Background: an optimization exercise with open tools, aiming at small area and a short achievable clock period. Do not read the settings as production practice.
The RTL was checked by simulation tests, not by an equivalence proof against the original design.

garnet:
Design iir_filter, start of the top module:
module iir_filter (
	input  logic clk,
	input  logic rst,
	input  logic signed [14:0] data,
	input  logic data_en,
	input  logic wb_cyc,
	input  logic wb_stb,
	input  logic wb_we,
	input  logic [2:0] wb_adr,
	input  logic [31:0] wb_dat_i,
	output logic [31:0] wb_dat_o,
	output logic wb_ack,
	output logic signed [14:0] data_out,
	output logic data_out_en
);
Size in the first run: ~480 flip-flops, ~0.034 sq mm of cells after synthesis.
Settings: LEC_CHECK=0, CAP_MARGIN=20, CORE_MARGIN=2, CORE_UTILIZATION=50, SETUP_SLACK_MARGIN=4.8, SLEW_MARGIN=20; clock period 8.0 ns.
run.sh (not shown) runs the stock make flow with config.mk's settings and CLKGATE_MAP_FILE= SYNTH_SCRIPT=/design/flow/synth_recipe.tcl, a recipe that flattens the netlist after the stock synthesis.
garnet was carried through to the last stage, and its layout satisfied the timing, design-rule and antenna checks.
The following lists how raven was set up differently from garnet:
# garnet
export LEC_CHECK = 0
export CAP_MARGIN = 20
export CORE_MARGIN = 2
export CORE_UTILIZATION = 50
export SETUP_SLACK_MARGIN = 4.8
export SLEW_MARGIN = 20
create_clock -name core_clock -period 8.0 [get_ports {clk}]
# raven
export LEC_CHECK = 0
export CAP_MARGIN = 20
export CORE_MARGIN = 2
export CORE_UTILIZATION = 50
export SETUP_SLACK_MARGIN = 4.5
export SLEW_MARGIN = 20
create_clock -name core_clock -period 8.0 [get_ports {clk}]
==> comparison <==
Relative to garnet, final instance area has gone down in raven.
Kind of critical path: flop to flop -> garnet, input port to flop -> raven
Per the comparison of raven with garnet, inverter count moved up.
### raven -> cedar
# raven
export LEC_CHECK = 0
export CAP_MARGIN = 20
export CORE_MARGIN = 2
export CORE_UTILIZATION = 50
export SETUP_SLACK_MARGIN = 4.5
export SLEW_MARGIN = 20
create_clock -name core_clock -period 8.0 [get_ports {clk}]
# cedar
export LEC_CHECK = 0
export ABC_AREA = 1
export CAP_MARGIN = 20
export CORE_MARGIN = 2
export CORE_UTILIZATION = 50
export CTS_CLUSTER_DIAMETER = 75
export CTS_CLUSTER_SIZE = 30
export SETUP_SLACK_MARGIN = 4.6
export SLEW_MARGIN = 20
create_clock -name core_clock -period 8.0 [get_ports {clk}]
==> flow/flow/run.sh (new file) <==
#!/bin/bash
# The standard layout (standard.sh) with one placement option changed:
# the input and output ports are buffered with buf_2 cells instead of the
# cell buffer_ports picks by itself. The make output goes to standard.log;
# ORFS keeps each step's own log in orfs/logs.
set -o pipefail
export BUFFER_PORTS_ARGS="-buffer_cell sky130_fd_sc_hd__buf_2"
bash standard.sh finish > standard.log 2>&1
==> flow/standard.sh (new file) <==
#!/bin/bash
# synth_recipe.tcl (not shown) runs the flow's synth.tcl, then flattens the netlist and writes it again
# the make line also repeats each setting of config.mk as NAME=value (left out here)
make -C /OpenROAD-flow-scripts/flow DESIGN_CONFIG=/design/flow/config.mk WORK_HOME=/design/flow/orfs CLKGATE_MAP_FILE= SYNTH_SCRIPT=/design/flow/synth_recipe.tcl "${@:-finish}"
removed: flow/run.sh
Notes after the runs:
cedar against raven: design area went down by 12%; fmax higher; number of setup buffers added after CTS went up by 43; y dimension of the die -5.4%; critical path depth climbed 4.
Relative to cedar, the following input files were edited for zinc:
# cedar
export LEC_CHECK = 0
export ABC_AREA = 1
export CAP_MARGIN = 20
export CORE_MARGIN = 2
export CORE_UTILIZATION = 50
export CTS_CLUSTER_DIAMETER = 75
export CTS_CLUSTER_SIZE = 30
export SETUP_SLACK_MARGIN = 4.6
export SLEW_MARGIN = 20
create_clock -name core_clock -period 8.0 [get_ports {clk}]
# zinc
export LEC_CHECK = 0
export ABC_AREA = 1
export CAP_MARGIN = 20
export CORE_MARGIN = 2
export CORE_UTILIZATION = 50
export CTS_CLUSTER_DIAMETER = 75
export CTS_CLUSTER_SIZE = 30
export SETUP_SLACK_MARGIN = 4.4
export SLEW_MARGIN = 20
create_clock -name core_clock -period 8.0 [get_ports {clk}]
Results
- cedar and zinc all finish clean.
- More vias were needed by cedar than by zinc.
- zinc vs. cedar: worst setup slack went down by 0.028 ns.

## what the ideal ports hide
The results above use ideal ports. As a check the final layouts listed here were re-extracted and re-timed, cells and wires unchanged. Step 1: set_driving_cell puts a clkbuf_16 on clk and a buf_2 on each other input, an assumption about the parent block. Step 2, shift: input delay + t, output delay - t, t = (earliest + latest rising clock arrival at the registers) / 2. This alone moves slack from input paths to output paths. Slacks: ideal / step 1 / step 2; pairs: ideal / step 1.
run	t, ns	setup slack, ns	hold slack, ns	worst setup path after step 2
garnet	0.679	4.543 / 4.543 / 4.032	0.352 / 0.352 / 0.352	input to register
raven	0.670	4.350 / 4.353 / 3.720	0.307 / 0.307 / 0.307	input to register
cedar	0.628	4.399 / 4.399 / 4.101	0.371 / 0.371 / 0.371	input to register
zinc	0.688	4.371 / 4.371 / 3.889	0.356 / 0.356 / 0.356	input to register
After both steps every run listed still meets setup and hold. For raven, which loses most, drivers alone change the setup slack by +0.003 ns; drivers and shift together by -0.630 ns.
